From an optimization exercise on the open Yosys and OpenROAD flow, aimed at small area and a short achievable clock period; shortcuts taken in it are not production practice.
Function was checked by simulation only, so behaviour that the tests miss may differ from the original.

`design.v`:
```
package cpu_datapath_pkg;
    localparam int DATA_WIDTH = 32;
    localparam int N_GPR      = 4;
    localparam int N_OPS   = 13;
    localparam int OP_AND  = 0;
    localparam int OP_OR   = 1;
    localparam int OP_ADD  = 2;
    localparam int OP_SUB  = 3;
    localparam int OP_MUL  = 4;
    localparam int OP_DIV  = 5;
    localparam int OP_SHR  = 6;
    localparam int OP_SHRA = 7;
    localparam int OP_SHL  = 8;
    localparam int OP_ROR  = 9;
    localparam int OP_ROL  = 10;
    localparam int OP_NEG  = 11;
    localparam int OP_NOT  = 12;
    localparam int N_SRC      = 11;
    localparam int SRC_R0     = 0;
    localparam int SRC_R1     = 1;
    localparam int SRC_R2     = 2;
    localparam int SRC_PC     = 3;
    localparam int SRC_MDR    = 4;
    localparam int SRC_INPORT = 5;
    localparam int SRC_HI     = 6;
    localparam int SRC_LO     = 7;
    localparam int SRC_ZHI    = 8;
    localparam int SRC_ZLO    = 9;
    localparam int SRC_C      = 10;
endpackage
module cpu_alu #(
    parameter int WIDTH = cpu_datapath_pkg::DATA_WIDTH
) (
    input  logic [WIDTH-1:0]   a,
    input  logic [WIDTH-1:0]   b,
    input  logic [cpu_datapath_pkg::N_OPS-1:0]   op,
    output logic [2*WIDTH-1:0] result
);
    logic [cpu_datapath_pkg::N_OPS-1:0] oh;
    always_comb begin
        for (int i = 0; i < cpu_datapath_pkg::N_OPS; i++) begin
            oh[i] = op[i];
            for (int j = 0; j < i; j++) oh[i] = oh[i] & ~op[j];
        end
    end
    logic        add_inv;
    logic [31:0] add_x, add_y, add_s;
    logic [32:0] add_c;
    assign add_inv = oh[cpu_datapath_pkg::OP_SUB] | oh[cpu_datapath_pkg::OP_NEG];
    assign add_x   = oh[cpu_datapath_pkg::OP_NEG] ? 32'd0 : a;
    assign add_y   = b ^ {32{add_inv}};
    assign add_c[0] = add_inv;
    always_comb begin
        for (int i = 0; i < 32; i++) begin
            add_s[i]   = add_x[i] ^ add_y[i] ^ add_c[i];
            add_c[i+1] = (add_x[i] & add_y[i]) | (add_x[i] & add_c[i]) | (add_y[i] & add_c[i]);
        end
    end
    logic [4:0]  shamt, rot;
    logic        left, rotate, arith;
    logic [31:0] r0, r1, r2, r3, r4, r5, keep, sh_res;
    assign shamt  = b[4:0];
    assign left   = oh[cpu_datapath_pkg::OP_SHL] | oh[cpu_datapath_pkg::OP_ROL];
    assign rotate = oh[cpu_datapath_pkg::OP_ROR] | oh[cpu_datapath_pkg::OP_ROL];
    assign arith  = oh[cpu_datapath_pkg::OP_SHRA] & a[31];
    assign rot    = left ? (~shamt + 5'd1) : shamt;
    assign r0 = a;
    assign r1 = rot[0] ? {r0[0],    r0[31:1]}  : r0;
    assign r2 = rot[1] ? {r1[1:0],  r1[31:2]}  : r1;
    assign r3 = rot[2] ? {r2[3:0],  r2[31:4]}  : r2;
    assign r4 = rot[3] ? {r3[7:0],  r3[31:8]}  : r3;
    assign r5 = rot[4] ? {r4[15:0], r4[31:16]} : r4;
    always_comb begin
        for (int i = 0; i < 32; i++) begin
            if (rotate)    keep[i] = 1'b1;
            else if (left) keep[i] = (5'(i) >= shamt);
            else           keep[i] = (5'(31 - i) >= shamt);
        end
    end
    assign sh_res = (r5 & keep) | ({32{arith}} & ~keep);
    logic [63:0] prod;
    logic [31:0] quo, rem;
    cpu_mul u_mul (.a(a), .b(b), .p(prod));
    cpu_div u_div (.a(a), .b(b), .q(quo), .r(rem));
    logic shift_op;
    assign shift_op = oh[cpu_datapath_pkg::OP_SHR] | oh[cpu_datapath_pkg::OP_SHRA] |
                      oh[cpu_datapath_pkg::OP_SHL] | oh[cpu_datapath_pkg::OP_ROR] |
                      oh[cpu_datapath_pkg::OP_ROL];
    always_comb begin
        result[31:0] = ({32{oh[cpu_datapath_pkg::OP_AND]}} & (a & b))
                     | ({32{oh[cpu_datapath_pkg::OP_OR]}}  & (a | b))
                     | ({32{oh[cpu_datapath_pkg::OP_ADD] | oh[cpu_datapath_pkg::OP_SUB] |
                            oh[cpu_datapath_pkg::OP_NEG]}} & add_s)
                     | ({32{oh[cpu_datapath_pkg::OP_MUL]}} & prod[31:0])
                     | ({32{oh[cpu_datapath_pkg::OP_DIV]}} & quo)
                     | ({32{shift_op}} & sh_res)
                     | ({32{oh[cpu_datapath_pkg::OP_NOT]}} & ~b);
        result[63:32] = ({32{oh[cpu_datapath_pkg::OP_MUL]}} & prod[63:32])
                      | ({32{oh[cpu_datapath_pkg::OP_DIV]}} & rem);
    end
endmodule
module cpu_div (
    input  logic [31:0] a,
    input  logic [31:0] b,
    output logic [31:0] q,
    output logic [31:0] r
);
    localparam int W = 34;
    logic        sa, sb, tneg, bz;
    logic [31:0] am;
    logic [31:0] aor;
    assign sa = a[31];
    assign sb = b[31];
    assign tneg = sa ^ sb;
    assign bz = (b == 32'd0);
    assign aor[0] = 1'b0;
    genvar j;
    generate
        for (j = 1; j < 32; j++) begin : g_aor
            assign aor[j] = aor[j-1] | a[j-1];
        end
    endgenerate
    assign am = a ^ ({32{sa}} & aor);
    logic [31:0] z0, z1, z2, z3, z4;
    logic [31:0] t0, t1, t2, t3, t4, t5;
    logic [63:0] x0, x1, x2, x3, x4, x5;
    logic [4:0]  k;
    assign z0 = b ^ {32{sb}};
    assign t0 = b;
    assign x0 = {32'd0, am};
    assign k[4] = (z0[30:15] == 16'd0);
    assign z1 = k[4] ? {z0[15:0], 16'd0} : z0;
    assign t1 = k[4] ? {t0[15:0], 16'd0} : t0;
    assign x1 = k[4] ? {x0[47:0], 16'd0} : x0;
    assign k[3] = (z1[30:23] == 8'd0);
    assign z2 = k[3] ? {z1[23:0], 8'd0} : z1;
    assign t2 = k[3] ? {t1[23:0], 8'd0} : t1;
    assign x2 = k[3] ? {x1[55:0], 8'd0} : x1;
    assign k[2] = (z2[30:27] == 4'd0);
    assign z3 = k[2] ? {z2[27:0], 4'd0} : z2;
    assign t3 = k[2] ? {t2[27:0], 4'd0} : t2;
    assign x3 = k[2] ? {x2[59:0], 4'd0} : x2;
    assign k[1] = (z3[30:29] == 2'd0);
    assign z4 = k[1] ? {z3[29:0], 2'd0} : z3;
    assign t4 = k[1] ? {t3[29:0], 2'd0} : t3;
    assign x4 = k[1] ? {x3[61:0], 2'd0} : x3;
    assign k[0] = (z4[30] == 1'b0);
    assign t5 = k[0] ? {t4[30:0], 1'd0} : t4;
    assign x5 = k[0] ? {x4[62:0], 1'd0} : x4;
    logic [W-1:0] d;
    logic [3:0]   idx;
    assign d   = {{(W-32){t5[31]}}, t5};
    assign idx = t5[29:26] ^ {4{sb}};
    logic [W-1:0] s_v [0:16];
    logic [W-1:0] c_v [0:16];
    logic [31:0]  qp, qn;
    assign s_v[0] = {2'b00, x5[63:32]};
    assign c_v[0] = '0;
    generate
        for (j = 0; j < 16; j++) begin : g_stage
            cpu_div_stage u_st (
                .s_in  (s_v[j]),
                .c_in  (c_v[j]),
                .xb    (x5[31-2*j -: 2]),
                .d     (d),
                .idx   (idx),
                .sb    (sb),
                .tneg  (tneg),
                .s_out (s_v[j+1]),
                .c_out (c_v[j+1]),
                .qp    (qp[31-2*j -: 2]),
                .qn    (qn[31-2*j -: 2])
            );
        end
    endgenerate
    logic [W-1:0] rr, rr2, dmag, rc;
    logic         rneg;
    logic [31:0]  rm, qq;
    logic [1:0]   qadd;
    assign dmag = sb ? -d : d;
    assign rr   = s_v[16] + c_v[16];
    assign rr2  = s_v[16] + c_v[16] + dmag;
    assign rneg = rr[W-1];
    assign rc   = rneg ? rr2 : rr;
    assign rm   = rc[31:0] >> k;
    assign qadd = rneg ? (tneg ? 2'd2 : 2'd0) : 2'd1;
    assign qq   = qp + ~qn + {30'd0, qadd};
    assign q = bz ? 32'd0 : qq;
    assign r = bz ? 32'd0 : (sa ? -rm : rm);
endmodule
module cpu_div_stage (
    input  logic [33:0] s_in,
    input  logic [33:0] c_in,
    input  logic [1:0]  xb,
    input  logic [33:0] d,
    input  logic [3:0]  idx,
    input  logic        sb,
    input  logic        tneg,
    output logic [33:0] s_out,
    output logic [33:0] c_out,
    output logic [1:0]  qp,
    output logic [1:0]  qn
);
    logic [33:0] ys, yc, mm, m, cy;
    logic signed [6:0] est, m2, m1, m0, mn1;
    logic        sel2, sel1, pos, inv, nz;
    assign ys  = {s_in[31:0], xb};
    assign yc  = {c_in[31:0], 2'b00};
    assign est = ys[33:27] + yc[33:27];
    always_comb begin
        case (idx)
            4'd0:  m2 = 7'sd12;
            4'd1:  m2 = 7'sd13;
            4'd2:  m2 = 7'sd13;
            4'd3:  m2 = 7'sd14;
            4'd4:  m2 = 7'sd15;
            4'd5:  m2 = 7'sd15;
            4'd6:  m2 = 7'sd16;
            4'd7:  m2 = 7'sd17;
            4'd8:  m2 = 7'sd18;
            4'd9:  m2 = 7'sd18;
            4'd10: m2 = 7'sd19;
            4'd11: m2 = 7'sd20;
            4'd12: m2 = 7'sd20;
            4'd13: m2 = 7'sd21;
            default: m2 = 7'sd22;
        endcase
        mn1 = -m2 - 7'sd1;
        m1  = (idx >= 4'd6) ? 7'sd6 : 7'sd4;
        m0  = (idx >= 4'd6) ? -7'sd7 : -7'sd5;
    end
    assign pos  = (est >= m1);
    assign sel2 = (est >= m2) | (est < mn1);
    assign sel1 = ~sel2 & ((est >= m1) | (est < m0));
    assign nz   = sel1 | sel2;
    assign inv  = (pos ^ sb) & nz;
    assign mm   = ({34{sel1}} & d) | ({34{sel2}} & {d[32:0], 1'b0});
    assign m    = mm ^ {34{inv}};
    assign s_out = ys ^ yc ^ m;
    assign cy    = (ys & yc) | (ys & m) | (yc & m);
    assign c_out = {cy[32:0], inv};
    assign qp = (nz & (pos ^ tneg)) ? {sel2, sel1} : 2'b00;
    assign qn = (nz & ~(pos ^ tneg)) ? {sel2, sel1} : 2'b00;
endmodule
module cpu_mul (
    input  logic [31:0] a,
    input  logic [31:0] b,
    output logic [63:0] p
);
    logic [63:0] rows [0:17];
    logic [15:0] negv;
    genvar i;
    generate
        for (i = 0; i < 16; i++) begin : g_row
            logic [32:0] pp;
            logic [2:0]  bits;
            if (i == 0) begin : g_b0
                assign bits = {b[1:0], 1'b0};
            end else begin : g_bi
                assign bits = b[2*i+1:2*i-1];
            end
            cpu_booth_row u_row (
                .a   (a),
                .bits(bits),
                .pp  (pp),
                .neg (negv[i])
            );
            assign rows[i] = {31'd0, ~pp[32], pp[31:0]} << (2 * i);
        end
    endgenerate
    always_comb begin
        rows[16] = '0;
        for (int k = 0; k < 16; k++) rows[16][2*k] = negv[k];
    end
    assign rows[17] = 64'hAAAA_AAAB_0000_0000;
    logic [63:0] l1 [0:11];
    logic [63:0] l2 [0:7];
    logic [63:0] l3 [0:5];
    logic [63:0] l4 [0:3];
    logic [63:0] l5 [0:2];
    logic [63:0] l6 [0:1];
    generate
        for (i = 0; i < 6; i++) begin : g_l1
            cpu_csa64 u (.x(rows[3*i]), .y(rows[3*i+1]), .z(rows[3*i+2]), .s(l1[2*i]), .c(l1[2*i+1]));
        end
        for (i = 0; i < 4; i++) begin : g_l2
            cpu_csa64 u (.x(l1[3*i]), .y(l1[3*i+1]), .z(l1[3*i+2]), .s(l2[2*i]), .c(l2[2*i+1]));
        end
        for (i = 0; i < 2; i++) begin : g_l3
            cpu_csa64 u (.x(l2[3*i]), .y(l2[3*i+1]), .z(l2[3*i+2]), .s(l3[2*i]), .c(l3[2*i+1]));
        end
        for (i = 0; i < 2; i++) begin : g_l4
            cpu_csa64 u (.x(l3[3*i]), .y(l3[3*i+1]), .z(l3[3*i+2]), .s(l4[2*i]), .c(l4[2*i+1]));
        end
    endgenerate
    assign l3[4] = l2[6];
    assign l3[5] = l2[7];
    cpu_csa64 u_l5 (.x(l4[0]), .y(l4[1]), .z(l4[2]), .s(l5[0]), .c(l5[1]));
    assign l5[2] = l4[3];
    cpu_csa64 u_l6 (.x(l5[0]), .y(l5[1]), .z(l5[2]), .s(l6[0]), .c(l6[1]));
    logic [64:0] rc;
    assign rc[0] = 1'b0;
    generate
        for (i = 0; i < 64; i++) begin : g_fa
            assign p[i]    = l6[0][i] ^ l6[1][i] ^ rc[i];
            assign rc[i+1] = (l6[0][i] & l6[1][i]) | (l6[0][i] & rc[i]) | (l6[1][i] & rc[i]);
        end
    endgenerate
endmodule
module cpu_booth_row (
    input  logic [31:0] a,
    input  logic [2:0]  bits,
    output logic [32:0] pp,
    output logic        neg
);
    logic one, two;
    assign neg = bits[2];
    assign one = bits[1] ^ bits[0];
    assign two = (bits[2] & ~bits[1] & ~bits[0]) | (~bits[2] & bits[1] & bits[0]);
    assign pp  = (({33{one}} & {a[31], a}) | ({33{two}} & {a, 1'b0})) ^ {33{neg}};
endmodule
module cpu_csa64 (
    input  logic [63:0] x,
    input  logic [63:0] y,
    input  logic [63:0] z,
    output logic [63:0] s,
    output logic [63:0] c
);
    logic [63:0] m;
    assign s = x ^ y ^ z;
    assign m = (x & y) | (x & z) | (y & z);
    assign c = {m[62:0], 1'b0};
endmodule
module cpu_datapath #(
    parameter int DATA_WIDTH = 32
) (
    input  logic                  clk,
    input  logic                  clr,
    input  logic                  R0_select,
    input  logic                  R1_select,
    input  logic                  R2_select,
    input  logic                  PC_select,
    input  logic                  MDR_select,
    input  logic                  InPort_select,
    input  logic                  HI_select,
    input  logic                  LO_select,
    input  logic                  ZHI_select,
    input  logic                  ZLO_select,
    input  logic                  C_select,
    input  logic                  PC_select_write,
    input  logic                  MDR_select_write,
    input  logic                  MAR_select_write,
    input  logic                  InPort_select_write,
    input  logic                  OutPort_select_write,
    input  logic                  HI_select_write,
    input  logic                  LO_select_write,
    input  logic                  ZHI_select_write,
    input  logic                  ZLO_select_write,
    input  logic                  C_select_write,
    input  logic                  RY_select_write,
    input  logic                  RF_enable,
    input  logic [3:0]            RF_write,
    input  logic                  AND_select,
    input  logic                  OR_select,
    input  logic                  ADD_select,
    input  logic                  SUB_select,
    input  logic                  MUL_select,
    input  logic                  DIV_select,
    input  logic                  SHR_select,
    input  logic                  SHRA_select,
    input  logic                  SHL_select,
    input  logic                  ROR_select,
    input  logic                  ROL_select,
    input  logic                  NEG_select,
    input  logic                  NOT_select,
    input  logic [DATA_WIDTH-1:0] MDR_data,
    input  logic [DATA_WIDTH-1:0] IO_data_in,
    output logic [DATA_WIDTH-1:0] IO_data_out,
    output logic [DATA_WIDTH-1:0] MAR_data
);
    logic [DATA_WIDTH-1:0]   gpr [cpu_datapath_pkg::N_GPR];
    logic [DATA_WIDTH-1:0]   pc, mdr, mar, inport, outport, hi, lo, zhi, zlo, c_reg, ry;
    logic [DATA_WIDTH-1:0]   bus;
    logic [cpu_datapath_pkg::N_SRC-1:0]        bus_sel;
    logic [DATA_WIDTH-1:0]   src_val [cpu_datapath_pkg::N_SRC];
    logic [cpu_datapath_pkg::N_OPS-1:0]        alu_op;
    logic [2*DATA_WIDTH-1:0] alu_res;
    assign bus_sel = {C_select, ZLO_select, ZHI_select, LO_select, HI_select,
                      InPort_select, MDR_select, PC_select, R2_select, R1_select,
                      R0_select};
    assign src_val[cpu_datapath_pkg::SRC_R0]     = gpr[0];
    assign src_val[cpu_datapath_pkg::SRC_R1]     = gpr[1];
    assign src_val[cpu_datapath_pkg::SRC_R2]     = gpr[2];
    assign src_val[cpu_datapath_pkg::SRC_PC]     = pc;
    assign src_val[cpu_datapath_pkg::SRC_MDR]    = mdr;
    assign src_val[cpu_datapath_pkg::SRC_INPORT] = inport;
    assign src_val[cpu_datapath_pkg::SRC_HI]     = hi;
    assign src_val[cpu_datapath_pkg::SRC_LO]     = lo;
    assign src_val[cpu_datapath_pkg::SRC_ZHI]    = zhi;
    assign src_val[cpu_datapath_pkg::SRC_ZLO]    = zlo;
    assign src_val[cpu_datapath_pkg::SRC_C]      = c_reg;
    logic [cpu_datapath_pkg::N_SRC-1:0]        bus_oh;
    always_comb begin
        for (int i = 0; i < cpu_datapath_pkg::N_SRC; i++) begin
            bus_oh[i] = bus_sel[i];
            for (int j = 0; j < i; j++) bus_oh[i] = bus_oh[i] & ~bus_sel[j];
        end
        bus = '0;
        for (int i = 0; i < cpu_datapath_pkg::N_SRC; i++) begin
            bus = bus | ({DATA_WIDTH{bus_oh[i]}} & src_val[i]);
        end
    end
    assign alu_op = {NOT_select, NEG_select, ROL_select, ROR_select, SHL_select,
                     SHRA_select, SHR_select, DIV_select, MUL_select, SUB_select,
                     ADD_select, OR_select, AND_select};
    cpu_alu #(
        .WIDTH (DATA_WIDTH)
    ) u_alu (
        .a      (ry),
        .b      (bus),
        .op     (alu_op),
        .result (alu_res)
    );
    always_ff @(posedge clk or negedge clr) begin
        if (!clr) begin
            for (int i = 0; i < cpu_datapath_pkg::N_GPR; i++) gpr[i] <= '0;
            pc      <= '0;
            mdr     <= '0;
            mar     <= '0;
            inport  <= '0;
            outport <= '0;
            hi      <= '0;
            lo      <= '0;
            zhi     <= '0;
            zlo     <= '0;
            c_reg   <= '0;
            ry      <= '0;
        end else begin
            if (PC_select_write)      pc      <= bus;
            if (MDR_select_write)     mdr     <= MDR_data;
            if (MAR_select_write)     mar     <= bus;
            if (InPort_select_write)  inport  <= IO_data_in;
            if (OutPort_select_write) outport <= bus;
            if (HI_select_write)      hi      <= bus;
            if (LO_select_write)      lo      <= bus;
            if (ZHI_select_write)     zhi     <= alu_res[2*DATA_WIDTH-1:DATA_WIDTH];
            if (ZLO_select_write)     zlo     <= alu_res[DATA_WIDTH-1:0];
            if (C_select_write)       c_reg   <= bus;
            if (RY_select_write)      ry      <= bus;
            if (RF_enable) begin
                for (int i = 0; i < cpu_datapath_pkg::N_GPR; i++) begin
                    if (RF_write[i]) gpr[i] <= bus;
                end
            end
        end
    end
    assign MAR_data    = mar;
    assign IO_data_out = outport;
endmodule
```
`run.sh`:
```
#!/bin/bash
# synth_recipe.tcl (not shown) runs the flow's synth.tcl, then flattens the netlist and writes it again
# the make line also repeats each setting of config.mk as NAME=value (left out here)
make -C /OpenROAD-flow-scripts/flow DESIGN_CONFIG=/design/flow/config.mk WORK_HOME=/design/flow/orfs CLKGATE_MAP_FILE= SYNTH_SCRIPT=/design/flow/synth_recipe.tcl finish
```
`config.mk`:
```
export PLATFORM = sky130hd
export DESIGN_NAME = cpu_datapath
export DESIGN_NICKNAME = cpu_datapath
export VERILOG_FILES = /design/flow/design.v
export SDC_FILE = /design/flow/constraint.sdc
export NUM_CORES = 4
export LEC_CHECK = 0
export CAP_MARGIN = 20
export CORE_MARGIN = 2
export CORE_UTILIZATION = 30
export SLEW_MARGIN = 20
```
`constraint.sdc`:
```
create_clock -name core_clock -period 120.0 [get_ports {clk}]
set_input_delay 24.0000 -clock core_clock [delete_from_list [all_inputs] [get_ports {clk}]]
set_output_delay 24.0000 -clock core_clock [all_outputs]
set_load 0.01 [all_outputs]
```
==> run_summary.xml, run 1 <==
<?xml version="1.0" encoding="UTF-8"?>
<metrics>
  <group name="logic_synthesis">
    <metric name="ys_top_cells_by_area" unit="">sky130_fd_sc_hd__fa_1 20%, sky130_fd_sc_hd__dfrtp_1 12%, sky130_fd_sc_hd__ha_1 7.7%, sky130_fd_sc_hd__xnor2_1 6.9%, sky130_fd_sc_hd__a21oi_1 5.4%</metric>
    <metric name="yosys_warnings" unit="">23</metric>
    <metric name="synth-edff-count" unit="">0</metric>
    <metric name="synthArstFlopShare" unit="%">100.0</metric>
    <metric name="post-synth-top-area-fraction" unit="%">20.17</metric>
    <metric name="synthesized_area_fraction_occupied_by_ao_oa_aoi_and_oai_cells" unit="%">24.78</metric>
    <metric name="share_of_synthesized_area_spent_on_multiplexers" unit="%">4.373</metric>
    <metric name="post_synthesis_cell_count" unit="">12320</metric>
    <metric name="xor_xnor_fraction_of_synth_area" unit="%">9.080</metric>
    <metric name="synth_largest_area_cell" unit="">sky130_fd_sc_hd__fa_1</metric>
    <metric name="synth-adder-area-share" unit="%">27.92</metric>
    <metric name="ys_seq_elements" unit="">448</metric>
    <metric name="synth_simple_gate_area_share" unit="%">13.50</metric>
    <metric name="synthDistinctLibCells" unit="">124</metric>
    <metric name="synth_top_family_by_area" unit="">adder cells</metric>
    <metric name="netlist_area_before_placement" unit="mm2">0.09724</metric>
    <metric name="synth_area_per_cell" unit="um2">7.892</metric>
    <metric name="yosysSeqAreaShare" unit="%">11.53</metric>
    <metric name="main_flop_type_after_synthesis" unit="">sky130_fd_sc_hd__dfrtp_1</metric>
  </group>
  <group name="timing">
    <metric name="relSlewSlack" unit="%">12.53</metric>
    <metric name="grt_setup_unrepaired" unit="">no</metric>
    <metric name="fmax" unit="MHz">8.852</metric>
    <metric name="final_cycle_share" unit="%">94.14</metric>
    <metric name="timing_worst_slew_pin_value" unit="ns">1.295</metric>
    <metric name="report.final.hold_viol_count" unit="">0</metric>
    <metric name="setup_tns" unit="ns">0</metric>
    <metric name="worst_hold_slack" unit="ns">0.4967</metric>
    <metric name="fin_skew" unit="ns">0.03433</metric>
    <metric name="report.final.setup_viol" unit="">0</metric>
    <metric name="slew_violations" unit="">0</metric>
    <metric name="final.min_clock_period" unit="ns">112.97</metric>
  </group>
  <group name="critical_path">
    <metric name="crit_path_max_fanout" unit="">77</metric>
    <metric name="crit_top_cell" unit="">sky130_fd_sc_hd__a21oi_1</metric>
    <metric name="slowest_delay" unit="ns">1.00</metric>
    <metric name="cp_slowest_cell" unit="">sky130_fd_sc_hd__a2111oi_0</metric>
    <metric name="worstPathRequired" unit="ns">120.58</metric>
    <metric name="cp-start-kind" unit="">input port</metric>
    <metric name="critPathCaptureType" unit="">register</metric>
    <metric name="crit_arrival" unit="ns">113.55</metric>
    <metric name="setup.worst_path.class" unit="">input port to register</metric>
  </group>
  <group name="clock_tree">
    <metric name="clock_insertion_delay_worst_skew" unit="ns">0.66</metric>
    <metric name="post_cts.repair.setup_buffers" unit="">0</metric>
    <metric name="cts_hold_repair.buffers" unit="">0</metric>
    <metric name="cts_htree_levels" unit="">2</metric>
    <metric name="post_cts_resize_count" unit="">0</metric>
    <metric name="cts-root-buf" unit="">sky130_fd_sc_hd__clkbuf_16</metric>
    <metric name="clk_transition_reported_paths" unit="ns">0.06</metric>
    <metric name="cts_tree" unit="">yes</metric>
    <metric name="clkSinkCount" unit="">448</metric>
    <metric name="cts_buffers" unit="">52</metric>
    <metric name="cts_buffer_depth" unit="">3</metric>
  </group>
  <group name="floorplan">
    <metric name="core_area" unit="mm2">0.3235</metric>
    <metric name="die_x" unit="um">573.3</metric>
    <metric name="die-area" unit="mm2">0.3287</metric>
    <metric name="die_h" unit="um">573.3</metric>
    <metric name="number_of_placement_rows" unit="">209</metric>
    <metric name="initial_util" unit="%">30.06</metric>
    <metric name="num_io_pins" unit="">170</metric>
  </group>
  <group name="drt">
    <metric name="drtAntennaViolNets" unit="">0</metric>
    <metric name="wire_per_inst" unit="um">26.01</metric>
    <metric name="wirelength" unit="um">419100</metric>
    <metric name="drt_pass1_iterations" unit="">6</metric>
    <metric name="routed_via_count_divided_by_cell_count" unit="">5.857</metric>
    <metric name="drt_first_iter_violations" unit="">12050</metric>
    <metric name="drcViolationCount" unit="">0</metric>
    <metric name="num_vias" unit="">94360</metric>
  </group>
  <group name="layout">
    <metric name="largest_register_ff_count" unit="">96</metric>
    <metric name="final_layout_size_suffix_gt1_share" unit="%">7.301</metric>
    <metric name="areaGrowthSynthToFinish" unit="%">8.573</metric>
    <metric name="fin_cells" unit="">16110</metric>
    <metric name="num-fill-cells" unit="">34380</metric>
    <metric name="final_core_util" unit="%">32.64</metric>
    <metric name="final_net_count" unit="">13420</metric>
    <metric name="regMostFlops" unit="">gpr</metric>
  </group>
  <group name="placement">
    <metric name="dp.cells" unit="">16010</metric>
    <metric name="final_weighted_congestion_in_routability_driven_placement" unit="">1.012</metric>
    <metric name="io_buffers" unit="">168</metric>
    <metric name="place.detailed.hpwl" unit="um">304200</metric>
  </group>
  <group name="global_routing">
    <metric name="leftover_overflow_at_the_end_of_global_routing" unit="">0</metric>
    <metric name="first_global_vias" unit="">90220</metric>
    <metric name="first_pass_grt_wire_length" unit="um">622000</metric>
    <metric name="grt_antenna_before_repair" unit="">21</metric>
    <metric name="groute.usage.overall" unit="%">24.69</metric>
    <metric name="grt_max_degree" unit="">164</metric>
  </group>
  <group name="worst_hold_path">
    <metric name="hp-class" unit="">register to register</metric>
  </group>
  <group name="status">
    <metric name="outcome" unit="">finished clean</metric>
  </group>
  <group name="run">
    <metric name="cap_violations" unit="">0</metric>
  </group>
</metrics>
through the flow:
step,area (um2),setup WS (ns)
3_3_place_gp,103600,7.770
6_report,105600,7.028
5_1_grt,105600,1.182
2_1_floorplan,97240,14.69
3_5_place_dp,103600,7.520
4_1_cts,105500,8.019
cell families (layout without fill, tap and decap cells):
logic type	after synthesis	after routing
AND/OR/NAND/NOR	3019	3019
other	0	7
adder cells (fa/ha/maj)	1582	1582
multiplexers	408	408
XOR/XNOR	1000	1000
flip-flops	448	448
buffers and inverters	2251	1710
AO/OA/AOI/OAI	3613	3613
cell usage after synthesis, drive strengths merged (105+ instances only):
cell       n
buf      216
mux2     105
xor2     228
o21bai   147
xnor2    772
a21oi   1041
a211oi   108
a22oi    557
clkbuf   975
o21ai    524
inv     1054
dfrtp    448
a221oi   355
o22ai    240
mux2i    302
ha       601
nand2   1033
nor2    1314
nand3    112
fa       980
layout by cell type (no fill, tap or decap), types with 49 or more instances in the layout:
cell type                            n
sky130_fd_sc_hd__nor2_1           1279
sky130_fd_sc_hd__inv_1            1040
sky130_fd_sc_hd__a21oi_1          1035
sky130_fd_sc_hd__nand2_1          1027
sky130_fd_sc_hd__fa_1              980
sky130_fd_sc_hd__xnor2_1           761
sky130_fd_sc_hd__ha_1              600
sky130_fd_sc_hd__a22oi_1           556
sky130_fd_sc_hd__o21ai_0           443
sky130_fd_sc_hd__dfrtp_1           418
sky130_fd_sc_hd__buf_4             384
sky130_fd_sc_hd__a221oi_1          344
sky130_fd_sc_hd__mux2i_1           281
sky130_fd_sc_hd__o22ai_1           240
sky130_fd_sc_hd__xor2_1            228
sky130_fd_sc_hd__clkdlybuf4s50_1   153
sky130_fd_sc_hd__o21bai_1          145
sky130_fd_sc_hd__nand3_1           112
sky130_fd_sc_hd__mux2_2            102
sky130_fd_sc_hd__a211oi_1          100
sky130_fd_sc_hd__nand2b_1           93
sky130_fd_sc_hd__a31oi_1            78
sky130_fd_sc_hd__nor2b_1            75
sky130_fd_sc_hd__nor3_1             73
sky130_fd_sc_hd__and2_1             67
sky130_fd_sc_hd__o211ai_1           66
sky130_fd_sc_hd__o21ai_1            61
sky130_fd_sc_hd__a21o_1             55
sky130_fd_sc_hd__o21a_1             54
sky130_fd_sc_hd__clkbuf_16          52
sky130_fd_sc_hd__o221ai_1           49
final cells by class:
class                   count  area (um2)  share of cell area [%]
inverters                1060        3989                   3.778
clock inverters            28       465.4                  0.4408
diodes                      7       17.52                 0.01659
clock buffers              70        1459                   1.382
flip-flops and latches    448       11250                   10.66
repair buffers            552        4531                   4.291
multi-input cells        9622       78460                   74.31
well taps                4325        5411                   5.125
worst paths after layout:
check | from | slack (ns) | to | cells past startpoint
max | HI_select | 7.03 | zlo[31] | 334
min | inport[28] | 0.50 | inport[28] | 1
max reg2reg | zhi[21] | 31.32 | zlo[31] | 331
min reg2reg | inport[28] | 0.50 | inport[28] | 1
max in group asynchronous | clr | 94.24 | ry[24] | 3
min in group asynchronous | clr | 23.43 | outport[16] | 1
metal layers:
layer | wire length, um | GRT usage (%)
met1 | 172000 | 33.57
met2 | 174100 | 36.22
met3 | 45770 | 5.469
met4 | 27050 | 13.27
met5 | 139 | 0
worst max-delay path, delay by kind of cell:
family,cells,cell delay [ns]
AOI/OAI and AO/OA,140,28.95
adders and majority gates,56,23.43
buffers and inverters,39,10.64
and+or+nand+nor,50,10.50
xor gates and xnor gates,39,10.42
muxes,10,5.15
==> inputs of run 2 (changes only) <==
--- a/design.v
+++ b/design.v
@@ -123,26 +123,22 @@
     assign am = a ^ ({32{sa}} & aor);
-    logic [31:0] z0, z1, z2, z3, z4;
     logic [31:0] t0, t1, t2, t3, t4, t5;
     logic [63:0] x0, x1, x2, x3, x4, x5;
+    logic [31:0] sbv;
     logic [4:0]  k;
-    assign z0 = b ^ {32{sb}};
+    assign sbv = {32{sb}};
     assign t0 = b;
     assign x0 = {32'd0, am};
-    assign k[4] = (z0[30:15] == 16'd0);
-    assign z1 = k[4] ? {z0[15:0], 16'd0} : z0;
+    assign k[4] = ((t0[30:15] ^ sbv[30:15]) == 16'd0);
     assign t1 = k[4] ? {t0[15:0], 16'd0} : t0;
     assign x1 = k[4] ? {x0[47:0], 16'd0} : x0;
-    assign k[3] = (z1[30:23] == 8'd0);
-    assign z2 = k[3] ? {z1[23:0], 8'd0} : z1;
+    assign k[3] = ((t1[30:23] ^ sbv[30:23]) == 8'd0);
     assign t2 = k[3] ? {t1[23:0], 8'd0} : t1;
     assign x2 = k[3] ? {x1[55:0], 8'd0} : x1;
-    assign k[2] = (z2[30:27] == 4'd0);
-    assign z3 = k[2] ? {z2[27:0], 4'd0} : z2;
+    assign k[2] = ((t2[30:27] ^ sbv[30:27]) == 4'd0);
     assign t3 = k[2] ? {t2[27:0], 4'd0} : t2;
     assign x3 = k[2] ? {x2[59:0], 4'd0} : x2;
-    assign k[1] = (z3[30:29] == 2'd0);
-    assign z4 = k[1] ? {z3[29:0], 2'd0} : z3;
+    assign k[1] = ((t3[30:29] ^ sbv[30:29]) == 2'd0);
     assign t4 = k[1] ? {t3[29:0], 2'd0} : t3;
     assign x4 = k[1] ? {x3[61:0], 2'd0} : x3;
-    assign k[0] = (z4[30] == 1'b0);
+    assign k[0] = (t4[30] == sb);
     assign t5 = k[0] ? {t4[30:0], 1'd0} : t4;
@@ -175,3 +171,3 @@
     endgenerate
-    logic [W-1:0] rr, rr2, dmag, rc;
+    logic [W-1:0] sf, cf, e, dme, dinc, t1s, t1c, t2s, t2c, a1, a2, rsum, rc;
     logic         rneg;
@@ -179,8 +175,26 @@
     logic [1:0]   qadd;
-    assign dmag = sb ? -d : d;
-    assign rr   = s_v[16] + c_v[16];
-    assign rr2  = s_v[16] + c_v[16] + dmag;
-    assign rneg = rr[W-1];
-    assign rc   = rneg ? rr2 : rr;
-    assign rm   = rc[31:0] >> k;
+    assign sf = s_v[16];
+    assign cf = c_v[16];
+    assign e  = {W{sa}};
+    logic [W:0] dcy;
+    assign dcy[0] = sb ? ~sa : sa;
+    generate
+        for (j = 0; j < W; j++) begin : g_dinc
+            assign dinc[j]  = ~d[j] ^ dcy[j];
+            assign dcy[j+1] = ~d[j] & dcy[j];
+        end
+    endgenerate
+    assign dme = dinc ^ {W{~sb}};
+    assign rsum = sf + cf;
+    assign rneg = rsum[W-1];
+    assign t1s = sf ^ cf ^ e;
+    assign t1c = {((sf[W-2:0] & cf[W-2:0]) | (sf[W-2:0] & e[W-2:0]) | (cf[W-2:0] & e[W-2:0])), 1'b0};
+    assign t2s = sf ^ cf ^ dme;
+    assign t2c = {((sf[W-2:0] & cf[W-2:0]) | (sf[W-2:0] & dme[W-2:0]) | (cf[W-2:0] & dme[W-2:0])), 1'b0};
+    assign a1 = (t1s + t1c) ^ e;
+    assign a2 = (t2s + t2c) ^ e;
+    assign rc = rneg ? a2 : a1;
+    logic signed [W-1:0] rcs;
+    assign rcs = rc;
+    assign rm = 32'(rcs >>> k);
     assign qadd = rneg ? (tneg ? 2'd2 : 2'd0) : 2'd1;
@@ -188,3 +202,3 @@
     assign q = bz ? 32'd0 : qq;
-    assign r = bz ? 32'd0 : (sa ? -rm : rm);
+    assign r = bz ? 32'd0 : rm;
 endmodule
--- a/config.mk
+++ b/config.mk
@@ -7,2 +7,3 @@
 export LEC_CHECK = 0
+export ABC_AREA = 1
 export CAP_MARGIN = 20
==> run_summary.xml, run 2 <==
<?xml version="1.0" encoding="UTF-8"?>
<metrics>
  <group name="global_routing">
    <metric name="grt_max_degree" unit="">116</metric>
    <metric name="first_global_vias" unit="">84240</metric>
    <metric name="grt_antenna_before_repair" unit="">20</metric>
    <metric name="leftover_overflow_at_the_end_of_global_routing" unit="">0</metric>
    <metric name="groute.usage.overall" unit="%">21.61</metric>
    <metric name="first_pass_grt_wire_length" unit="um">541100</metric>
  </group>
  <group name="timing">
    <metric name="report.final.hold_viol_count" unit="">0</metric>
    <metric name="slew_violations" unit="">0</metric>
    <metric name="fmax" unit="MHz">9.301</metric>
    <metric name="setup_tns" unit="ns">0</metric>
    <metric name="timing_worst_slew_pin_value" unit="ns">1.133</metric>
    <metric name="report.final.setup_viol" unit="">0</metric>
    <metric name="final_cycle_share" unit="%">89.60</metric>
    <metric name="relSlewSlack" unit="%">23.79</metric>
    <metric name="grt_setup_unrepaired" unit="">no</metric>
    <metric name="fin_skew" unit="ns">0.02933</metric>
    <metric name="final.min_clock_period" unit="ns">107.52</metric>
  </group>
  <group name="logic_synthesis">
    <metric name="netlist_area_before_placement" unit="mm2">0.09578</metric>
    <metric name="yosysSeqAreaShare" unit="%">11.71</metric>
    <metric name="yosys_warnings" unit="">23</metric>
    <metric name="main_flop_type_after_synthesis" unit="">sky130_fd_sc_hd__dfrtp_1</metric>
    <metric name="synth_commonest_cells" unit="">1732 x sky130_fd_sc_hd__inv_1, 1704 x sky130_fd_sc_hd__nand2_1, 1208 x sky130_fd_sc_hd__xor2_1, 1046 x sky130_fd_sc_hd__fa_1, 957 x sky130_fd_sc_hd__o22ai_1</metric>
    <metric name="synth_largest_area_cell" unit="">sky130_fd_sc_hd__fa_1</metric>
    <metric name="synth_area_per_cell" unit="um2">7.752</metric>
    <metric name="post_synthesis_cell_count" unit="">12360</metric>
    <metric name="synthDistinctLibCells" unit="">82</metric>
    <metric name="synth-edff-count" unit="">0</metric>
    <metric name="ys_seq_elements" unit="">448</metric>
    <metric name="synthArstFlopShare" unit="%">100.0</metric>
    <metric name="ys_top_cells_by_area" unit="">sky130_fd_sc_hd__fa_1 22%, sky130_fd_sc_hd__dfrtp_1 12%, sky130_fd_sc_hd__xor2_1 11%, sky130_fd_sc_hd__ha_1 8.7%, sky130_fd_sc_hd__inv_1 6.8%</metric>
    <metric name="post-synth-top-area-fraction" unit="%">21.86</metric>
    <metric name="most_instantiated_library_cell_after_synthesis" unit="">sky130_fd_sc_hd__inv_1</metric>
  </group>
  <group name="layout">
    <metric name="num-fill-cells" unit="">33880</metric>
    <metric name="final_core_util" unit="%">32.05</metric>
    <metric name="final_net_count" unit="">13760</metric>
    <metric name="final_layout_size_suffix_gt1_share" unit="%">7.883</metric>
    <metric name="mostFrequentLayoutCells" unit="">1714 x sky130_fd_sc_hd__inv_1, 1698 x sky130_fd_sc_hd__nand2_1, 1208 x sky130_fd_sc_hd__xor2_1, 1046 x sky130_fd_sc_hd__fa_1, 957 x sky130_fd_sc_hd__o22ai_1</metric>
    <metric name="regMostFlops" unit="">gpr</metric>
    <metric name="largest_register_ff_count" unit="">96</metric>
    <metric name="areaGrowthSynthToFinish" unit="%">6.358</metric>
    <metric name="most_common_library_cell_in_the_layout_ignoring_fill_and_taps" unit="">sky130_fd_sc_hd__inv_1</metric>
  </group>
  <group name="critical_path">
    <metric name="slowest_delay" unit="ns">1.00</metric>
    <metric name="crit_top_cell" unit="">sky130_fd_sc_hd__nand2_1</metric>
    <metric name="cp-start-kind" unit="">input port</metric>
    <metric name="regToRegEndpoint" unit="">zlo[31]</metric>
    <metric name="ff2ff_path_depth" unit="">381</metric>
    <metric name="crit_path_max_fanout" unit="">80</metric>
    <metric name="worstPathRequired" unit="ns">120.48</metric>
    <metric name="critPathCaptureType" unit="">register</metric>
    <metric name="setup.worst_path.class" unit="">input port to register</metric>
    <metric name="cp_slowest_cell" unit="">sky130_fd_sc_hd__clkdlybuf4s50_1</metric>
    <metric name="crit_arrival" unit="ns">107.99</metric>
    <metric name="timing.rr.start" unit="">inport[19]</metric>
    <metric name="r2r_slack" unit="ns">37.00</metric>
  </group>
  <group name="clock_tree">
    <metric name="cts-root-buf" unit="">sky130_fd_sc_hd__clkbuf_16</metric>
    <metric name="post_cts_resize_count" unit="">0</metric>
    <metric name="clkSinkCount" unit="">448</metric>
    <metric name="cts_buffers" unit="">55</metric>
    <metric name="cts_htree_levels" unit="">2</metric>
    <metric name="cts_hold_repair.buffers" unit="">0</metric>
    <metric name="clock_insertion_delay_worst_skew" unit="ns">0.68</metric>
    <metric name="cts_buffer_depth" unit="">3</metric>
    <metric name="post_cts.repair.setup_buffers" unit="">0</metric>
    <metric name="clk_transition_reported_paths" unit="ns">0.06</metric>
    <metric name="cts_tree" unit="">yes</metric>
  </group>
  <group name="worst_hold_path">
    <metric name="min_delay_path_depth" unit="">2</metric>
    <metric name="hold_path_startpoint" unit="">gpr[0][17]</metric>
    <metric name="hp-class" unit="">register to register</metric>
    <metric name="hold_path_end" unit="">gpr[0][17]</metric>
  </group>
  <group name="floorplan">
    <metric name="die_x" unit="um">569.0</metric>
    <metric name="core_area" unit="mm2">0.3178</metric>
    <metric name="num_io_pins" unit="">170</metric>
    <metric name="number_of_placement_rows" unit="">207</metric>
    <metric name="die_h" unit="um">569.0</metric>
    <metric name="die-area" unit="mm2">0.3238</metric>
    <metric name="initial_util" unit="%">30.14</metric>
  </group>
  <group name="drt">
    <metric name="wirelength" unit="um">354400</metric>
    <metric name="drtAntennaViolNets" unit="">0</metric>
    <metric name="routed_via_count_divided_by_cell_count" unit="">5.302</metric>
    <metric name="drt_first_iter_violations" unit="">8160</metric>
    <metric name="drt_pass1_iterations" unit="">6</metric>
    <metric name="wire_per_inst" unit="um">21.91</metric>
    <metric name="num_vias" unit="">85780</metric>
    <metric name="drcViolationCount" unit="">0</metric>
  </group>
  <group name="placement">
    <metric name="io_buffers" unit="">168</metric>
    <metric name="place.detailed.hpwl" unit="um">270300</metric>
    <metric name="final_weighted_congestion_in_routability_driven_placement" unit="">1.003</metric>
  </group>
  <group name="status">
    <metric name="outcome" unit="">finished clean</metric>
  </group>
  <group name="run">
    <metric name="cap_violations" unit="">0</metric>
  </group>
</metrics>
==> run 2: metrics by stage <==
step | cell area [um2] | instances | hold WS (ns) | setup WS, ns
finish | 101900 | 16180 | 0.4834 | 12.48
global route | 101900 | 16180 | 0.5016 | 6.224
CTS | 101800 | 16160 | 0.4875 | 12.63
detailed placement | 99890 | 16060 | 0.4731 | 12.24
global placement | 99890 | 16060 | 0.4662 | 12.33
floorplan | 95780 | 12360 | 0.4530 | 28.11
==> run 2: worst max-delay path, delay by kind of cell <==
family,cells,cell delay [ns]
AOI/OAI and AO/OA,84,15.22
and+or+nand+nor,145,23.77
adders and majority gates,59,23.79
xor gates and xnor gates,29,6.04
buffers and inverters,68,14.59
==> run 2: final cells by class <==
class,count,area [um2],share of cell area [%]
sequential,448,11210,11.01
inverter,1855,7068,6.939
tap,4180,5230,5.134
antenna,11,27.53,0.02702
clock inverter,22,264.0,0.2592
clock buffer,79,1607,1.577
timing repair buffer,402,3431,3.368
multi-input combinational,9182,73030,71.69
==> run 2: how the worst max path moves through the flow <==
stage / startpoint / endpoint / slack (ns) / depth (start not counted)
after CTS: R2_select / zlo[31] / 12.63 / 380
after global placement: R2_select / zlo[31] / 12.33 / 380
after detailed placement: R2_select / zlo[31] / 12.24 / 379
final: R2_select / zlo[31] / 12.48 / 385
after floorplan: R0_select / zlo[31] / 28.11 / 410
after global routing: R2_select / zlo[31] / 6.22 / 396
==> run 2: per-layer routing <==
metal	global-route usage, %	part of all wire [%]
met5	0	0.020
met4	10.51	5.5
met3	3.708	8.5
met2	32.99	43
met1	29.43	43
==> run 2: logic make-up (layout without fill, tap and decap cells) <==
group                    Yosys count  after routing  share of synthesized area [%]
AO/OA/AOI/OAI                   2615           2615                          16.10
multiplexers                      50             50                         0.5526
flip-flops                       448            448                          11.71
adder cells (fa/ha/maj)         1710           1710                          30.54
buffers and inverters           2725           2358                          12.23
XOR/XNOR                        1281           1281                          11.75
other                              0             11                              0
AND/OR/NAND/NOR                 3526           3526                          17.12
==> inputs of run 3 (changes only) <==
--- a/design.v
+++ b/design.v
@@ -123,22 +123,45 @@
     assign am = a ^ ({32{sa}} & aor);
+    logic [31:0] zl;
+    logic [4:0]  k;
+    assign zl = {b[30:0] ^ {31{sb}}, 1'b1};
+    logic [7:0]  v1;
+    logic [15:0] c1;
+    genvar g;
+    generate
+        for (g = 0; g < 8; g++) begin : g_lz4
+            logic [3:0] n;
+            assign n = zl[31-4*g -: 4];
+            assign v1[g] = |n;
+            assign c1[2*g +: 2] = n[3] ? 2'd0 : n[2] ? 2'd1 : n[1] ? 2'd2 : 2'd3;
+        end
+    endgenerate
+    logic [3:0]  v2;
+    logic [11:0] c2;
+    generate
+        for (g = 0; g < 4; g++) begin : g_lz8
+            assign v2[g] = v1[2*g] | v1[2*g+1];
+            assign c2[3*g +: 3] = v1[2*g] ? {1'b0, c1[4*g +: 2]} : {1'b1, c1[4*g+2 +: 2]};
+        end
+    endgenerate
+    logic [1:0]  v3;
+    logic [7:0]  c3;
+    generate
+        for (g = 0; g < 2; g++) begin : g_lz16
+            assign v3[g] = v2[2*g] | v2[2*g+1];
+            assign c3[4*g +: 4] = v2[2*g] ? {1'b0, c2[6*g +: 3]} : {1'b1, c2[6*g+3 +: 3]};
+        end
+    endgenerate
+    assign k = v3[0] ? {1'b0, c3[3:0]} : {1'b1, c3[7:4]};
     logic [31:0] t0, t1, t2, t3, t4, t5;
     logic [63:0] x0, x1, x2, x3, x4, x5;
-    logic [31:0] sbv;
-    logic [4:0]  k;
-    assign sbv = {32{sb}};
     assign t0 = b;
     assign x0 = {32'd0, am};
-    assign k[4] = ((t0[30:15] ^ sbv[30:15]) == 16'd0);
     assign t1 = k[4] ? {t0[15:0], 16'd0} : t0;
     assign x1 = k[4] ? {x0[47:0], 16'd0} : x0;
-    assign k[3] = ((t1[30:23] ^ sbv[30:23]) == 8'd0);
     assign t2 = k[3] ? {t1[23:0], 8'd0} : t1;
     assign x2 = k[3] ? {x1[55:0], 8'd0} : x1;
-    assign k[2] = ((t2[30:27] ^ sbv[30:27]) == 4'd0);
     assign t3 = k[2] ? {t2[27:0], 4'd0} : t2;
     assign x3 = k[2] ? {x2[59:0], 4'd0} : x2;
-    assign k[1] = ((t3[30:29] ^ sbv[30:29]) == 2'd0);
     assign t4 = k[1] ? {t3[29:0], 2'd0} : t3;
     assign x4 = k[1] ? {x3[61:0], 2'd0} : x3;
-    assign k[0] = (t4[30] == sb);
     assign t5 = k[0] ? {t4[30:0], 1'd0} : t4;
@@ -151,2 +174,3 @@
     logic [W-1:0] c_v [0:16];
+    logic [16:0]  sel2_v, nz_v, pos_v;
     logic [31:0]  qp, qn;
@@ -154,2 +178,9 @@
     assign c_v[0] = '0;
+    cpu_div_qsel u_q0 (
+        .idx  (idx),
+        .est  (x5[63:56]),
+        .sel2 (sel2_v[0]),
+        .nz   (nz_v[0]),
+        .pos  (pos_v[0])
+    );
     generate
@@ -164,2 +195,5 @@
                 .tneg  (tneg),
+                .sel2  (sel2_v[j]),
+                .nz    (nz_v[j]),
+                .pos   (pos_v[j]),
                 .s_out (s_v[j+1]),
@@ -167,3 +201,6 @@
                 .qp    (qp[31-2*j -: 2]),
-                .qn    (qn[31-2*j -: 2])
+                .qn    (qn[31-2*j -: 2]),
+                .sel2_n(sel2_v[j+1]),
+                .nz_n  (nz_v[j+1]),
+                .pos_n (pos_v[j+1])
             );
@@ -212,2 +249,5 @@
     input  logic        tneg,
+    input  logic        sel2,
+    input  logic        nz,
+    input  logic        pos,
     output logic [33:0] s_out,
@@ -215,36 +255,13 @@
     output logic [1:0]  qp,
-    output logic [1:0]  qn
+    output logic [1:0]  qn,
+    output logic        sel2_n,
+    output logic        nz_n,
+    output logic        pos_n
 );
     logic [33:0] ys, yc, mm, m, cy;
-    logic signed [6:0] est, m2, m1, m0, mn1;
-    logic        sel2, sel1, pos, inv, nz;
-    assign ys  = {s_in[31:0], xb};
-    assign yc  = {c_in[31:0], 2'b00};
-    assign est = ys[33:27] + yc[33:27];
-    always_comb begin
-        case (idx)
-            4'd0:  m2 = 7'sd12;
-            4'd1:  m2 = 7'sd13;
-            4'd2:  m2 = 7'sd13;
-            4'd3:  m2 = 7'sd14;
-            4'd4:  m2 = 7'sd15;
-            4'd5:  m2 = 7'sd15;
-            4'd6:  m2 = 7'sd16;
-            4'd7:  m2 = 7'sd17;
-            4'd8:  m2 = 7'sd18;
-            4'd9:  m2 = 7'sd18;
-            4'd10: m2 = 7'sd19;
-            4'd11: m2 = 7'sd20;
-            4'd12: m2 = 7'sd20;
-            4'd13: m2 = 7'sd21;
-            default: m2 = 7'sd22;
-        endcase
-        mn1 = -m2 - 7'sd1;
-        m1  = (idx >= 4'd6) ? 7'sd6 : 7'sd4;
-        m0  = (idx >= 4'd6) ? -7'sd7 : -7'sd5;
-    end
-    assign pos  = (est >= m1);
-    assign sel2 = (est >= m2) | (est < mn1);
-    assign sel1 = ~sel2 & ((est >= m1) | (est < m0));
-    assign nz   = sel1 | sel2;
+    logic [7:0]  ea, est;
+    logic        sel1, inv;
+    assign ys   = {s_in[31:0], xb};
+    assign yc   = {c_in[31:0], 2'b00};
+    assign sel1 = nz & ~sel2;
     assign inv  = (pos ^ sb) & nz;
@@ -257,2 +274,46 @@
     assign qn = (nz & ~(pos ^ tneg)) ? {sel2, sel1} : 2'b00;
+    assign ea  = ys[31:24] + yc[31:24];
+    assign est = ea + m[31:24];
+    cpu_div_qsel u_q (
+        .idx  (idx),
+        .est  (est),
+        .sel2 (sel2_n),
+        .nz   (nz_n),
+        .pos  (pos_n)
+    );
+endmodule
+module cpu_div_qsel (
+    input  logic [3:0] idx,
+    input  logic [7:0] est,
+    output logic       sel2,
+    output logic       nz,
+    output logic       pos
+);
+    logic signed [7:0] e, m2, m1, m0, mn1;
+    assign e = est;
+    always_comb begin
+        case (idx)
+            4'd0:  m2 = 8'sd24;
+            4'd1:  m2 = 8'sd26;
+            4'd2:  m2 = 8'sd26;
+            4'd3:  m2 = 8'sd28;
+            4'd4:  m2 = 8'sd30;
+            4'd5:  m2 = 8'sd30;
+            4'd6:  m2 = 8'sd32;
+            4'd7:  m2 = 8'sd34;
+            4'd8:  m2 = 8'sd36;
+            4'd9:  m2 = 8'sd36;
+            4'd10: m2 = 8'sd38;
+            4'd11: m2 = 8'sd40;
+            4'd12: m2 = 8'sd40;
+            4'd13: m2 = 8'sd42;
+            default: m2 = 8'sd44;
+        endcase
+        mn1 = -m2 - 8'sd2;
+        m1  = (idx >= 4'd6) ? 8'sd12 : 8'sd8;
+        m0  = (idx >= 4'd6) ? -8'sd14 : -8'sd10;
+    end
+    assign pos  = (e >= m1);
+    assign sel2 = (e >= m2) | (e < mn1);
+    assign nz   = sel2 | (e >= m1) | (e < m0);
 endmodule
==> run_summary.xml, run 3 <==
<?xml version="1.0" encoding="UTF-8"?>
<metrics>
  <group name="clock_tree">
    <metric name="post_cts_resize_count" unit="">0</metric>
    <metric name="cts_buffer_depth" unit="">3</metric>
    <metric name="clock_insertion_delay_worst_skew" unit="ns">0.68</metric>
    <metric name="post_cts.repair.setup_buffers" unit="">0</metric>
    <metric name="clkSinkCount" unit="">448</metric>
    <metric name="cts-root-buf" unit="">sky130_fd_sc_hd__clkbuf_16</metric>
    <metric name="clk_transition_reported_paths" unit="ns">0.07</metric>
    <metric name="cts_hold_repair.buffers" unit="">0</metric>
    <metric name="cts_tree" unit="">yes</metric>
    <metric name="cts_htree_levels" unit="">2</metric>
    <metric name="cts_buffers" unit="">51</metric>
  </group>
  <group name="critical_path">
    <metric name="crit_top_cell" unit="">sky130_fd_sc_hd__inv_1</metric>
    <metric name="slowest_delay" unit="ns">0.82</metric>
    <metric name="crit_path_max_fanout" unit="">126</metric>
    <metric name="setup.worst_path.class" unit="">input port to register</metric>
    <metric name="critPathCaptureType" unit="">register</metric>
    <metric name="cp_slowest_cell" unit="">sky130_fd_sc_hd__inv_1</metric>
    <metric name="crit_arrival" unit="ns">105.43</metric>
    <metric name="worstPathRequired" unit="ns">120.57</metric>
    <metric name="cp-start-kind" unit="">input port</metric>
  </group>
  <group name="logic_synthesis">
    <metric name="synthArstFlopShare" unit="%">100.0</metric>
    <metric name="synth_commonest_cells" unit="">1718 x sky130_fd_sc_hd__nand2_1, 1716 x sky130_fd_sc_hd__inv_1, 1181 x sky130_fd_sc_hd__xor2_1, 1046 x sky130_fd_sc_hd__o22ai_1, 1027 x sky130_fd_sc_hd__fa_1</metric>
    <metric name="synth-adder-area-share" unit="%">30.72</metric>
    <metric name="synthDistinctLibCells" unit="">87</metric>
    <metric name="main_flop_type_after_synthesis" unit="">sky130_fd_sc_hd__dfrtp_1</metric>
    <metric name="xor_xnor_fraction_of_synth_area" unit="%">12.17</metric>
    <metric name="synthesized_area_fraction_occupied_by_ao_oa_aoi_and_oai_cells" unit="%">17.20</metric>
    <metric name="yosys_warnings" unit="">23</metric>
    <metric name="yosysSeqAreaShare" unit="%">11.86</metric>
    <metric name="synth_largest_area_cell" unit="">sky130_fd_sc_hd__fa_1</metric>
    <metric name="most_instantiated_library_cell_after_synthesis" unit="">sky130_fd_sc_hd__nand2_1</metric>
    <metric name="post_synthesis_cell_count" unit="">12170</metric>
    <metric name="synth-edff-count" unit="">0</metric>
    <metric name="synth_top_family_by_area" unit="">adder cells</metric>
    <metric name="netlist_area_before_placement" unit="mm2">0.09454</metric>
    <metric name="post-synth-top-area-fraction" unit="%">21.75</metric>
    <metric name="synth_area_per_cell" unit="um2">7.771</metric>
    <metric name="synth_simple_gate_area_share" unit="%">15.23</metric>
    <metric name="ys_seq_elements" unit="">448</metric>
    <metric name="ys_top_cells_by_area" unit="">sky130_fd_sc_hd__fa_1 22%, sky130_fd_sc_hd__dfrtp_1 12%, sky130_fd_sc_hd__xor2_1 11%, sky130_fd_sc_hd__ha_1 9.0%, sky130_fd_sc_hd__o22ai_1 6.9%</metric>
    <metric name="share_of_synthesized_area_spent_on_multiplexers" unit="%">0.4844</metric>
  </group>
  <group name="timing">
    <metric name="setup_tns" unit="ns">0</metric>
    <metric name="report.final.hold_viol_count" unit="">0</metric>
    <metric name="report.final.setup_viol" unit="">0</metric>
    <metric name="grt_setup_unrepaired" unit="">no</metric>
    <metric name="fin_skew" unit="ns">0.04038</metric>
    <metric name="relSlewSlack" unit="%">18.81</metric>
    <metric name="timing_worst_slew_pin_value" unit="ns">1.215</metric>
    <metric name="fmax" unit="MHz">9.537</metric>
    <metric name="slew_violations" unit="">0</metric>
    <metric name="final_cycle_share" unit="%">87.38</metric>
    <metric name="final.min_clock_period" unit="ns">104.86</metric>
  </group>
  <group name="layout">
    <metric name="num-fill-cells" unit="">33680</metric>
    <metric name="largest_register_ff_count" unit="">96</metric>
    <metric name="final_net_count" unit="">13580</metric>
    <metric name="post-route-cell-area" unit="mm2">0.1005</metric>
    <metric name="regMostFlops" unit="">gpr</metric>
    <metric name="final_core_util" unit="%">32.00</metric>
    <metric name="areaGrowthSynthToFinish" unit="%">6.341</metric>
    <metric name="mostFrequentLayoutCells" unit="">1712 x sky130_fd_sc_hd__inv_1, 1712 x sky130_fd_sc_hd__nand2_1, 1179 x sky130_fd_sc_hd__xor2_1, 1046 x sky130_fd_sc_hd__o22ai_1, 1027 x sky130_fd_sc_hd__fa_1</metric>
    <metric name="fin_cells" unit="">15980</metric>
    <metric name="final_layout_size_suffix_gt1_share" unit="%">6.426</metric>
  </group>
  <group name="floorplan">
    <metric name="die-area" unit="mm2">0.3196</metric>
    <metric name="number_of_placement_rows" unit="">206</metric>
    <metric name="initial_util" unit="%">30.09</metric>
    <metric name="die_h" unit="um">565.4</metric>
    <metric name="die_x" unit="um">565.4</metric>
    <metric name="core_area" unit="mm2">0.3142</metric>
    <metric name="num_io_pins" unit="">170</metric>
  </group>
  <group name="global_routing">
    <metric name="first_pass_grt_wire_length" unit="um">529300</metric>
    <metric name="leftover_overflow_at_the_end_of_global_routing" unit="">0</metric>
    <metric name="grt_antenna_before_repair" unit="">25</metric>
    <metric name="first_global_vias" unit="">82480</metric>
    <metric name="groute.usage.overall" unit="%">21.40</metric>
    <metric name="grt_max_degree" unit="">127</metric>
  </group>
  <group name="placement">
    <metric name="place.detailed.hpwl" unit="um">265600</metric>
    <metric name="final_weighted_congestion_in_routability_driven_placement" unit="">1.009</metric>
    <metric name="detailed_place.area" unit="mm2">0.09869</metric>
    <metric name="dp.cells" unit="">15880</metric>
    <metric name="io_buffers" unit="">168</metric>
  </group>
  <group name="drt">
    <metric name="drtAntennaViolNets" unit="">0</metric>
    <metric name="wirelength" unit="um">350600</metric>
    <metric name="drcViolationCount" unit="">0</metric>
    <metric name="wire_per_inst" unit="um">21.94</metric>
    <metric name="routed_via_count_divided_by_cell_count" unit="">5.351</metric>
    <metric name="num_vias" unit="">85530</metric>
    <metric name="drt_pass1_iterations" unit="">7</metric>
    <metric name="drt_first_iter_violations" unit="">8578</metric>
  </group>
  <group name="worst_hold_path">
    <metric name="hp-class" unit="">register to register</metric>
  </group>
  <group name="run">
    <metric name="cap_violations" unit="">0</metric>
  </group>
  <group name="status">
    <metric name="outcome" unit="">finished clean</metric>
  </group>
</metrics>
## run 3: changes by cell type in the layout (fill, tap and decap cells not counted), moves of 44 or more
cell,before,now
sky130_fd_sc_hd__o22ai_1,957,1046
sky130_fd_sc_hd__nor2_1,667,525
sky130_fd_sc_hd__nand3_2,91,42
sky130_fd_sc_hd__a211oi_1,16,60
sky130_fd_sc_hd__nand3_1,595,545
sky130_fd_sc_hd__xnor2_1,66,128
sky130_fd_sc_hd__nand2_2,146,99
## run 3: cell families after synthesis
logic type               after synthesis
AO/OA/AOI/OAI                       2755
XOR/XNOR                            1311
adder cells (fa/ha/maj)             1705
buffers and inverters               2708
flip-flops                           448
multiplexers                          45
other                                  1
AND/OR/NAND/NOR                     3192
## run 3: area by class of cell
cell class	instances	area, um2	area share [%]
well taps	4160	5205	5.177
repair buffers	402	3442	3.424
diodes	11	27.53	0.02738
flip-flops and latches	448	11210	11.15
clock buffers	74	1463	1.455
clock inverters	21	302.8	0.3012
inverters	1844	7015	6.978
multi-input cells	9023	71860	71.48
## run 3: critical path: cells and delay by family
family / cells / cell delay [ns]
adder cells (fa/ha/maj): 62 / 22.39
AO/OA/AOI/OAI: 80 / 15.32
XOR/XNOR: 29 / 8.09
AND/OR/NAND/NOR: 136 / 18.40
buffers and inverters: 79 / 16.63
## run 3: through the flow
stage,hold WS [ns],setup slack [ns]
6_report,0.4826,15.14
5_1_grt,0.5109,8.551
4_1_cts,0.4878,15.61
3_5_place_dp,0.4729,15.12
3_3_place_gp,0.4661,14.95
2_1_floorplan,0.4530,31.13
## run 3: path summary, 6_finish.rpt
check	slack, ns	cells after the start	startpoint	to
worst max register to register	39.70	381	gpr[1][31]	zlo[29]
worst max-delay path	15.14	386	R0_select	zlo[29]
worst min register to register	0.48	2	gpr[2][8]	gpr[2][8]
worst min-delay path	0.48	2	gpr[2][8]	gpr[2][8]
max in group asynchronous	92.99	5	clr	ry[5]
min in group asynchronous	23.38	1	clr	inport[27]
## run 3: routing by layer
layer | share of wire, % | wire length (um) | track usage (%)
met3 | 9.9 | 34690 | 4.901
met5 | 0.048 | 167 | 0.08929
met4 | 4.2 | 14790 | 7.951
met1 | 42 | 147100 | 28.80
met2 | 44 | 153900 | 33.26
==> inputs of run 4 (changes only) <==
--- a/config.mk
+++ b/config.mk
@@ -10,3 +10,3 @@
 export CORE_MARGIN = 2
-export CORE_UTILIZATION = 30
+export CORE_UTILIZATION = 45
 export SLEW_MARGIN = 20
==> run_summary.xml, run 4 <==
<?xml version="1.0" encoding="UTF-8"?>
<metrics>
  <group name="status">
    <metric name="outcome" unit="">finished clean</metric>
  </group>
  <group name="timing">
    <metric name="fin_skew" unit="ns">0.02381</metric>
    <metric name="final.min_clock_period" unit="ns">106.67</metric>
    <metric name="slew_violations" unit="">0</metric>
    <metric name="final_cycle_share" unit="%">88.89</metric>
    <metric name="setup_tns" unit="ns">0</metric>
    <metric name="relSlewSlack" unit="%">12.70</metric>
    <metric name="report.final.hold_viol_count" unit="">0</metric>
  </group>
  <group name="floorplan">
    <metric name="die_x" unit="um">462.4</metric>
    <metric name="die_h" unit="um">462.4</metric>
    <metric name="core_area" unit="mm2">0.2092</metric>
    <metric name="number_of_placement_rows" unit="">168</metric>
  </group>
  <group name="critical_path">
    <metric name="worstPathRequired" unit="ns">120.51</metric>
    <metric name="critPathCaptureType" unit="">register</metric>
    <metric name="cp_num_buf_inv" unit="">81</metric>
    <metric name="setup.worst_path.class" unit="">input port to register</metric>
    <metric name="cp_slowest_cell" unit="">sky130_fd_sc_hd__clkinv_1</metric>
    <metric name="r2r_slack" unit="ns">37.88</metric>
  </group>
  <group name="clock_tree">
    <metric name="post_cts.repair.setup_buffers" unit="">0</metric>
    <metric name="cts_buffers" unit="">52</metric>
    <metric name="post_cts_resize_count" unit="">0</metric>
    <metric name="cts_htree_levels" unit="">2</metric>
    <metric name="cts_buffer_depth" unit="">3</metric>
  </group>
  <group name="global_routing">
    <metric name="groute.layer.met2.usage" unit="%">51.64</metric>
    <metric name="first_global_vias" unit="">85430</metric>
    <metric name="first_pass_grt_wire_length" unit="um">541500</metric>
    <metric name="grt_max_degree" unit="">99</metric>
  </group>
  <group name="logic_synthesis">
    <metric name="post_synthesis_cell_count" unit="">12170</metric>
    <metric name="synthDistinctLibCells" unit="">87</metric>
    <metric name="netlist_area_before_placement" unit="mm2">0.09454</metric>
    <metric name="synth_largest_area_cell" unit="">sky130_fd_sc_hd__fa_1</metric>
    <metric name="ys_top_cells_by_area" unit="">sky130_fd_sc_hd__fa_1 22%, sky130_fd_sc_hd__dfrtp_1 12%, sky130_fd_sc_hd__xor2_1 11%, sky130_fd_sc_hd__ha_1 9.0%, sky130_fd_sc_hd__o22ai_1 6.9%</metric>
    <metric name="synth-edff-count" unit="">0</metric>
    <metric name="yosysSeqAreaShare" unit="%">11.86</metric>
  </group>
  <group name="placement">
    <metric name="place.detailed.hpwl" unit="um">278800</metric>
    <metric name="dp.cells" unit="">14500</metric>
  </group>
  <group name="drt">
    <metric name="wirelength" unit="um">361100</metric>
    <metric name="drt_first_iter_violations" unit="">8342</metric>
    <metric name="wire_per_inst" unit="um">24.71</metric>
  </group>
  <group name="run">
    <metric name="cap_violations" unit="">0</metric>
  </group>
  <group name="layout">
    <metric name="regMostFlops" unit="">gpr</metric>
    <metric name="largest_register_ff_count" unit="">96</metric>
  </group>
</metrics>
run 4: final cells by class:
cell class,count,area [um2]
Tap cell,2805,3510
Antenna cell,5,12.51
Timing Repair Buffer,393,3478
Clock inverter,24,365.4
Sequential cell,448,11210
Fill cell,20740,110200
Inverter,1844,7015
Multi-Input combinational cell,9023,71870
Clock buffer,72,1466
run 4: final timing paths:
| kind | startpoint | endpoint | cells past startpoint |
|---|---|---|---|
| setup / recovery | R0_select | zlo[29] | 371 |
| hold / removal | gpr[2][24] | gpr[2][24] | 2 |
| setup reg to reg | gpr[1][31] | zlo[29] | 366 |
| hold reg to reg | gpr[2][24] | gpr[2][24] | 2 |
| max in group asynchronous | clr | zhi[2] | 5 |
| min in group asynchronous | clr | mdr[28] | 1 |
run 4: logic make-up (layout without fill, tap and decap cells):
kind of cell             Yosys count  in the layout  share of synthesized area, %
XOR/XNOR                        1311           1311                         12.17
adder cells (fa/ha/maj)         1705           1705                         30.72
AND/OR/NAND/NOR                 3192           3192                         15.23
flip-flops                       448            448                         11.86
other                              1             20                      0.003967
AO/OA/AOI/OAI                   2755           2755                         17.20
multiplexers                      45             45                        0.4844
buffers and inverters           2708           2333                         12.34
run 4: tightest hold or removal path, stage by stage (launching register included):
cell                      delay, ns
sky130_fd_sc_hd__dfrtp_1       0.34
sky130_fd_sc_hd__nand2_1       0.05
sky130_fd_sc_hd__o21ai_0       0.06
run 4: routing by layer:
layer	vias up	share of wire, %
met5	-	0.025
met4	14	6.6
met3	963	8.2
met2	3994	44
met1	42310	41
li1	38880	-
run 4: through the flow:
step / setup WS [ns] / area, um2 / hold slack [ns]
floorplan: 31.13 / 94590 / 0.4530
global placement: 14.77 / 96850 / 0.4667
detailed placement: 13.82 / 96890 / 0.4730
CTS: 14.31 / 98720 / 0.4877
global route: 7.240 / 98920 / 0.5042
finish: 13.33 / 98930 / 0.4850

[separate check: timing with driven ports]
How much do the figures lean on ideal ports? The routed layouts below were timed once more, with nothing changed but the port constraints. Step 1 assumes that a clkbuf_16 drives the clock port and a buf_2 every other input. Step 2 moves the port delays by t, midway between the first and last clock arrival at a register: inputs arrive t later, outputs are due t later. That takes back most of the time a late clock gives input paths. Slacks: no drivers / after step 1 / after step 2; pairs: no drivers / after step 1.
run | t, ns | setup slack, ns | hold WS [ns] | latest minus earliest clock arrival (ns)
run 1 | 0.702 | 7.028 / 7.024 / 6.323 | 0.497 / 0.497 / 0.497 | 0.035 / 0.035
run 2 | 0.736 | 12.482 / 12.516 / 11.779 | 0.483 / 0.483 / 0.483 | 0.030 / 0.029
run 3 | 0.725 | 15.140 / 15.176 / 14.451 | 0.483 / 0.483 / 0.483 | 0.043 / 0.044
run 4 | 0.689 | 13.326 / 13.358 / 12.669 | 0.485 / 0.485 / 0.485 | 0.024 / 0.024
After both steps setup and hold are still met in every run listed. For run 1, which loses most, drivers alone change the setup slack by -0.004 ns; drivers and shift together by -0.705 ns.
